From an optimization exercise on the open Yosys and OpenROAD flow, aimed at small area; shortcuts taken in it are not production practice.
Only simulation tests tie the RTL to the original design; equivalence was not proved.
No activity file was given, so power comes from the tool's default toggle rates.

**design/flow/design.v**
```verilog
module pu_sequencer #(
   parameter int WIDTH = 32,
   parameter int LEN   = 8,
   parameter int ROWS  = 4
) (
   input  logic                             clk,
   input  logic                             rst,
   input  logic                             wr_en,
   input  logic                             wr_sel,
   input  logic [$clog2(ROWS*LEN)-1:0]      wr_addr,
   input  logic [WIDTH-1:0]                 wr_data,
   input  logic                             start,
   output logic                             busy,
   output logic                             done,
   output logic                             pu_en,
   output logic [WIDTH-1:0]                 pu_x1, pu_x2, pu_x3, pu_x4,
   output logic [WIDTH-1:0]                 pu_w1, pu_w2, pu_w3, pu_w4,
   input  logic [WIDTH-1:0]                 pu_data,
   output logic                             out_valid,
   output logic [((ROWS > 1) ? $clog2(ROWS) : 1)-1:0] out_row,
   output logic [WIDTH-1:0]                 out_data
);
   logic [3:0]       seq;
   logic [WIDTH-1:0] x_buf [8];
   logic [WIDTH-1:0] w_buf [32];
   logic [WIDTH-1:0] acc;
   logic             we;
   logic [7:0]       csel;
   logic             ph;
   logic [WIDTH-1:0] wr_data_ph;
   logic [WIDTH-1:0] w_lane [4];
   assign busy      = (seq < 4'd10);
   assign pu_en     = ~seq[3];
   assign done      = (seq == 4'd10);
   assign out_valid = (seq == 4'd3) || (seq == 4'd5) || (seq == 4'd7) || (seq == 4'd9);
   assign out_row   = 2'(seq[3:1] - 3'd1);
   assign out_data  = acc;
   always_ff @(posedge clk) begin
      if (rst)                                         seq <= 4'd15;
      else if (seq == 4'd10 || seq > 4'd10)            seq <= start ? 4'd0 : 4'd15;
      else                                             seq <= seq + 4'd1;
   end
   assign we = wr_en && !busy && !rst;
   for (genvar k = 0; k < 8; k++) begin : g_x
      logic set;
      assign set = we && !wr_sel && wr_addr == 5'(k);
      pu_sequencer_word #(.W(WIDTH)) u_word (
         .clk(clk), .keep(!set), .set(set), .d(wr_data), .q(x_buf[k]));
   end
   always_ff @(posedge clk) begin
      if (rst) ph <= 1'b0;
      else     ph <= !ph;
   end
   assign wr_data_ph = wr_data ^ {WIDTH{ph}};
   for (genvar k = 0; k < 32; k++) begin : g_w
      logic set;
      assign set = we && wr_sel && wr_addr == 5'(k);
      pu_sequencer_iword #(.W(WIDTH)) u_word (
         .clk(clk), .keep(!set), .set(set), .dn(wr_data_ph), .q(w_buf[k]));
   end
   for (genvar c = 0; c < 8; c++) begin : g_csel
      assign csel[c] = (seq[2:0] == 3'(c));
   end
   pu_sequencer_sel2 #(.W(WIDTH)) u_x1 (.s0(!seq[0]), .s1(seq[0]), .a0(x_buf[0]), .a1(x_buf[4]), .y(pu_x1));
   pu_sequencer_sel2 #(.W(WIDTH)) u_x2 (.s0(!seq[0]), .s1(seq[0]), .a0(x_buf[1]), .a1(x_buf[5]), .y(pu_x2));
   pu_sequencer_sel2 #(.W(WIDTH)) u_x3 (.s0(!seq[0]), .s1(seq[0]), .a0(x_buf[2]), .a1(x_buf[6]), .y(pu_x3));
   pu_sequencer_sel2 #(.W(WIDTH)) u_x4 (.s0(!seq[0]), .s1(seq[0]), .a0(x_buf[3]), .a1(x_buf[7]), .y(pu_x4));
   pu_sequencer_sel8 #(.W(WIDTH)) u_w1 (.s(csel),
      .a0(w_buf[0]), .a1(w_buf[4]), .a2(w_buf[8]),  .a3(w_buf[12]),
      .a4(w_buf[16]), .a5(w_buf[20]), .a6(w_buf[24]), .a7(w_buf[28]), .y(w_lane[0]));
   pu_sequencer_sel8 #(.W(WIDTH)) u_w2 (.s(csel),
      .a0(w_buf[1]), .a1(w_buf[5]), .a2(w_buf[9]),  .a3(w_buf[13]),
      .a4(w_buf[17]), .a5(w_buf[21]), .a6(w_buf[25]), .a7(w_buf[29]), .y(w_lane[1]));
   pu_sequencer_sel8 #(.W(WIDTH)) u_w3 (.s(csel),
      .a0(w_buf[2]), .a1(w_buf[6]), .a2(w_buf[10]), .a3(w_buf[14]),
      .a4(w_buf[18]), .a5(w_buf[22]), .a6(w_buf[26]), .a7(w_buf[30]), .y(w_lane[2]));
   pu_sequencer_sel8 #(.W(WIDTH)) u_w4 (.s(csel),
      .a0(w_buf[3]), .a1(w_buf[7]), .a2(w_buf[11]), .a3(w_buf[15]),
      .a4(w_buf[19]), .a5(w_buf[23]), .a6(w_buf[27]), .a7(w_buf[31]), .y(w_lane[3]));
   assign pu_w1 = w_lane[0] ^ {WIDTH{ph}};
   assign pu_w2 = w_lane[1] ^ {WIDTH{ph}};
   assign pu_w3 = w_lane[2] ^ {WIDTH{ph}};
   assign pu_w4 = w_lane[3] ^ {WIDTH{ph}};
   logic [WIDTH-1:0] acc_sum;
   pu_sequencer_add u_add (.a(acc & {WIDTH{!seq[0]}}), .b(pu_data), .s(acc_sum));
   always_ff @(posedge clk)
      acc <= acc_sum;
endmodule
module pu_sequencer_add (
   input  logic [31:0] a,
   input  logic [31:0] b,
   output logic [31:0] s
);
   logic [4:0] c;
   assign c[0] = 1'b0;
   pu_sequencer_rca8 u_b0 (.a(a[7:0]), .b(b[7:0]), .ci1(1'b0), .s(s[7:0]), .co(c[1]));
   for (genvar k = 1; k < 4; k++) begin : g_blk
      logic [7:0] s0, s1;
      logic       co0, co1;
      pu_sequencer_rca8 u_c0 (.a(a[8*k +: 8]), .b(b[8*k +: 8]), .ci1(1'b0), .s(s0), .co(co0));
      pu_sequencer_rca8 u_c1 (.a(a[8*k +: 8]), .b(b[8*k +: 8]), .ci1(1'b1), .s(s1), .co(co1));
      assign s[8*k +: 8] = c[k] ? s1 : s0;
      assign c[k+1]      = c[k] ? co1 : co0;
   end
endmodule
module pu_sequencer_rca8 (
   input  logic [7:0] a,
   input  logic [7:0] b,
   input  logic       ci1,
   output logic [7:0] s,
   output logic       co
);
   logic [8:0] c;
   assign c[0] = ci1;
   for (genvar i = 0; i < 8; i++) begin : g_bit
      pu_sequencer_fa u_fa (.a(a[i]), .b(b[i]), .ci(c[i]), .s(s[i]), .co(c[i+1]));
   end
   assign co = c[8];
endmodule
module pu_sequencer_fa (
   input  logic a,
   input  logic b,
   input  logic ci,
   output logic s,
   output logic co
);
   assign s  = a ^ b ^ ci;
   assign co = (a & b) | (ci & (a ^ b));
endmodule
module pu_sequencer_word #(
   parameter int W = 32
) (
   input  logic         clk,
   input  logic         keep,
   input  logic         set,
   input  logic [W-1:0] d,
   output logic [W-1:0] q
);
   always_ff @(posedge clk)
      q <= (q & {W{keep}}) | (d & {W{set}});
endmodule
module pu_sequencer_iword #(
   parameter int W = 32
) (
   input  logic         clk,
   input  logic         keep,
   input  logic         set,
   input  logic [W-1:0] dn,
   output logic [W-1:0] q
);
   always_ff @(posedge clk)
      q <= ~((q | {W{set}}) & (dn | {W{keep}}));
endmodule
module pu_sequencer_sel2 #(
   parameter int W = 32
) (
   input  logic         s0,
   input  logic         s1,
   input  logic [W-1:0] a0,
   input  logic [W-1:0] a1,
   output logic [W-1:0] y
);
   assign y = (a0 & {W{s0}}) | (a1 & {W{s1}});
endmodule
module pu_sequencer_sel8 #(
   parameter int W = 32
) (
   input  logic [7:0]   s,
   input  logic [W-1:0] a0, a1, a2, a3, a4, a5, a6, a7,
   output logic [W-1:0] y
);
   logic [W-1:0] n0, n1, n2;
   pu_sequencer_aoi3 #(.W(W)) u_g0 (.s(s[2:0]), .a0(a0), .a1(a1), .a2(a2), .y(n0));
   pu_sequencer_aoi3 #(.W(W)) u_g1 (.s(s[5:3]), .a0(a3), .a1(a4), .a2(a5), .y(n1));
   pu_sequencer_aoi2 #(.W(W)) u_g2 (.s(s[7:6]), .a0(a6), .a1(a7), .y(n2));
   assign y = ~(n0 & n1 & n2);
endmodule
module pu_sequencer_aoi3 #(
   parameter int W = 32
) (
   input  logic [2:0]   s,
   input  logic [W-1:0] a0, a1, a2,
   output logic [W-1:0] y
);
   assign y = ~((a0 & {W{s[0]}}) | (a1 & {W{s[1]}}) | (a2 & {W{s[2]}}));
endmodule
module pu_sequencer_aoi2 #(
   parameter int W = 32
) (
   input  logic [1:0]   s,
   input  logic [W-1:0] a0, a1,
   output logic [W-1:0] y
);
   assign y = ~((a0 & {W{s[0]}}) | (a1 & {W{s[1]}}));
endmodule
```
**design/flow/flow/run.sh**
```bash
#!/bin/bash
# The standard layout, with the port buffers made from the smallest plain
# buffer, and a clock tree with larger sink clusters and no dummy loads.
set -euo pipefail
export BUFFER_PORTS_ARGS="-buffer_cell sky130_fd_sc_hd__buf_1"
export CTS_ARGS="-sink_clustering_enable -repair_clock_nets -dont_use_dummy_load -sink_clustering_size 24 -sink_clustering_max_diameter 80 -buf_list {sky130_fd_sc_hd__clkbuf_8 sky130_fd_sc_hd__clkbuf_16}"
bash standard.sh > standard_flow.log 2>&1
```
**design/flow/standard.sh**
```bash
#!/bin/bash
# synth_recipe.tcl (not shown) runs the flow's synth.tcl, then flattens the netlist and writes it again
# the make line also repeats each setting of config.mk as NAME=value (left out here)
make -C /OpenROAD-flow-scripts/flow DESIGN_CONFIG=/design/flow/config.mk WORK_HOME=/design/flow/orfs CLKGATE_MAP_FILE= SYNTH_SCRIPT=/design/flow/synth_recipe.tcl "${@:-finish}"
```
**design/flow/config.mk**
```make
export PLATFORM = sky130hd
export DESIGN_NAME = pu_sequencer
export DESIGN_NICKNAME = pu_sequencer
export VERILOG_FILES = /design/flow/design.v
export SDC_FILE = /design/flow/constraint.sdc
export NUM_CORES = 4
export LEC_CHECK = 0
export CAP_MARGIN = 10
export CORE_MARGIN = 2
export CORE_UTILIZATION = 70
export SLEW_MARGIN = 10
export SYNTH_HIERARCHICAL = 1
```
**design/flow/constraint.sdc**
```tcl
create_clock -name core_clock -period 5.0 [get_ports {clk}]
set_input_delay 1.0000 -clock core_clock [delete_from_list [all_inputs] [get_ports {clk}]]
set_output_delay 1.0000 -clock core_clock [all_outputs]
set_load 0.01 [all_outputs]
```
==> run summary <==
initial antenna violation count 6; number of placement rows 95; Final min period ~4.8 ns; Post-synth EDFFs 0; Residual DRC 0; die height 265 um; headroom to the max-slew limit under 10%; die width 265 um; CTS resizes 0; post-route ant nets 0; most common cell in the netlist dfxtp_1; CP peak stage delay 0.55 ns; Synth top area share 55.3%; worst-path cell chain buf_4 -> inv_4 -> ha_1 -> nor2b_4 -> buf_4 -> a222oi_1 -> nand3_1 -> xor2_1 -> buf_1; fin crit share 95.2%; via count slightly below 40000; CP Class reg -> out; vias in the first global route 37300; final wirelength between 150 and 200 mm; mux cell area share after synthesis 0.661%; max frequency 210 MHz; Cells after Synth 4065; PortBufs around 370; routability cong. 0.872; hold endpoint g_w[6].u_word.q[17]$_DFF_P_; gr usage total 41.8%; slowest CP cell nor2b_4; xor and xnor area share after synthesis under 10%; register area share after synthesis 55.3%; CP arrival between 3 and 4 ns; worst r2r path cells 13; layout cells sized above 1 8.69%; Async S/R FF share, synth 0%; largest net degree at the start of global routing 94; reg2reg setup slack between 0.2 and 0.3 ns; post-route design area 0.0505 mm^2; pwr/cell area roughly 450 mW/mm^2; Starting Density 70.9%; total global routing overflow 0; ys flop type dfxtp_1; CTS buffer count 61; area grow syn2layout 5.80%; Syn. warnings 12; Leak Pwr between 15 and 20 nW; CTS root buf clkbuf_16; Netlist Area Pre-Place 0.0477 mm^2; core area 0.0673 mm^2; first-pass GRT wire length 228 mm; WL/cell 30.0 um; hold path cells 1; area fraction in compound gates after synthesis 28.0%; Reg clk slew, reported paths around 0.090 ns; Max-Cap Viols 0; setup bufs post-CTS 0; drt pass-1 iters 10; simple logic cell fraction of the synthesized area 3.26%; FF-to-FF Start seq[0]$_SDFF_PP1_; crit end category output pin; Clock Sink Count 1317; Die ar. 0.0702 mm^2; Crit path max-delay family buffers and inverters; clock latency at the later pin of the worst-skew pair 0.67 ns; Setup violations, final 0; CTS tree built; FF-to-FF End acc[25]$_DFF_P_; vias per cell 7.66; largest family of logic cells by synthesized area compound AO/OA/AOI/OAI gates; CP bufs+invs 4; Cell Area, Placed 0.0489 mm^2; Synth area leaders dfxtp_1, o22ai_1, a22o_1; Hold Crit Start g_w[6].u_word.q[17]$_DFF_P_; Fin Clk Skew about 0.037 ns; Worst EP required ~4.0 ns; register bit total from synthesis ~1300; Iter 0 DRT Violations 6372; post-synthesis adder-cell area fraction under 10%; RSZ-0062 raised after global routing false; CP most frequent cell buf_4; # IOs around 370; Synth Area per Inst 11.7 um^2; startpoint types register; Hold Buf Count CTS 0; hold crit path type reg -> reg; Worst-Margin Slew between 1 and 1.5 ns; Worst Hold Slack 0.446 ns; H-tree Lvls 2; VDD IR max 326 uV; status timing/DRC/antenna clean; Filler Cell Count 4793; Yosys top cell by area dfxtp_1; top cells by count, synth dfxtp_1, o22ai_1, a22o_1, a222oi_1, buf_6; final HPWL from detailed placement 87.9 mm; Max Root-Sink Buffers 3; Fin. Hold Viols 0; CP max FO 33; NumNets Final about 4400; synth unique cells 49; Slew Limit Fails 0
[cell usage in the layout, fill, tap and decap left out, types with 12 or more instances in the layout]
cell type / synthesis / layout
nor2b_1: 38 / 34
a22o_2: 24 / 24
nor2_2: 0 / 24
dfxtp_1: 1317 / 1315
a222oi_1: 256 / 256
nand3_1: 137 / 137
fa_1: 56 / 32
nor3_2: 2 / 14
buf_1: 1 / 367
xor2_4: 0 / 32
a22o_1: 360 / 360
clkbuf_16: 0 / 61
or3_1: 12 / 12
nand2_1: 27 / 26
buf_12: 0 / 14
mux2_2: 24 / 16
xor2_1: 160 / 128
a22oi_1: 128 / 128
o22ai_1: 1024 / 1024
fa_2: 0 / 24
buf_4: 2 / 130
[modules after synthesis (local to each module, per instance), a selection]
module / times used / flops+latches / area (um^2) / cells inside
pu_sequencer: 1 / 37 / 3420 / 420
pu_sequencer_add: 1 / 0 / 334 / 29
pu_sequencer_fa: 56 / 0 / 20.0 / 1
[through the flow]
| step | std cells | setup slack (ns) | utilization, % | setup TNS [ns] | total power, mW |
|---|---|---|---|---|---|
| after floorplan | 4070 | -0.0170 | - | -0.136 | 15.6 |
| after global placement | 5057 | -0.172 | 72.7 | -1.38 | 17.2 |
| after detailed placement | 5057 | -0.206 | 72.7 | -1.76 | 17.4 |
| after CTS | 5118 | 0.277 | 75.0 | 0 | 22.5 |
| after global routing | 5120 | 0.155 | 75.0 | 0 | 23.4 |
| final | 5121 | 0.238 | 75.0 | 0 | 22.7 |
[layer usage]
layer | GRT usage (%) | part of all wire (%)
met2 | 65.1 | 45
met5 | 0 | 0.025
met1 | 55.2 | 38
met3 | 9.77 | 12
met4 | 20.1 | 4.8
[final cells by class]
class | instances | area (um^2) | share of cell area [%]
antenna | 2 | 5.00 | 0.00992
multi-input combinational | 2348 | 18800 | 37.2
timing repair buffer | 512 | 2660 | 5.27
tap | 873 | 1090 | 2.16
inverter | 8 | 32.5 | 0.0645
clock buffer | 61 | 1530 | 3.03
sequential | 1317 | 26400 | 52.3
[cell families (layout without fill, tap and decap cells)]
group           after synthesis  after routing
mux                          26             26
other cells                   2              9
xor+xnor                    160            160
compound gates             1800           1800
buf+inv                     405            581
simple gates                292            292
fa+ha+maj                    63             63
flops                      1317           1317
[report_power, final]
group	leakage (nW)	internal [mW]	switching [mW]
Combinational	6.39	1.79	3.00
Clock	0.752	2.17	3.20
Sequential	11.6	11.8	0.717
[worst max path at each step]
stage | slack (ns) | end | start | cells after the start
2_1_floorplan | -0.02 | acc[24]$_DFF_P_ | seq[0]$_SDFF_PP1_ | 13
3_3_place_gp | -0.17 | acc[31]$_DFF_P_ | pu_data[8] | 13
5_1_grt | 0.16 | acc[27]$_DFF_P_ | seq[0]$_SDFF_PP1_ | 13
6_report | 0.24 | pu_w3[30] | seq[0]$_SDFF_PP1_ | 9
3_5_place_dp | -0.21 | acc[30]$_DFF_P_ | pu_data[0] | 13
4_1_cts | 0.28 | acc[25]$_DFF_P_ | seq[0]$_SDFF_PP1_ | 13
[registers in the layout (all words and copies together) (netlist names)]
signal and count:
g_w.u_word.q 1024, g_x.u_word.q 256, acc 32, seq 4
ph 1

==> afterwards: timing with drivers on the ports <==
The results above use ideal ports. As a check the final layout listed here was re-extracted and re-timed, cells and wires unchanged. Step 1 assumes that a clkbuf_16 drives the clock port and a buf_2 every other input. Step 2 also shifts input and output timing later by t, the mid clock arrival at the registers, as if the neighbouring blocks saw the same clock. a / b / c = ideal / step 1 / step 2; a / b = the first two.
t (ns): 0.726
slack for setup (ns): 0.238 / 0.169 / -0.201
hold WS [ns]: 0.446 / 0.446 / 0.446
With both steps, setup timing fails in this run, where it was met with ideal ports. The setup slack of this run moves by -0.069 ns with the drivers and by -0.439 ns with both steps.
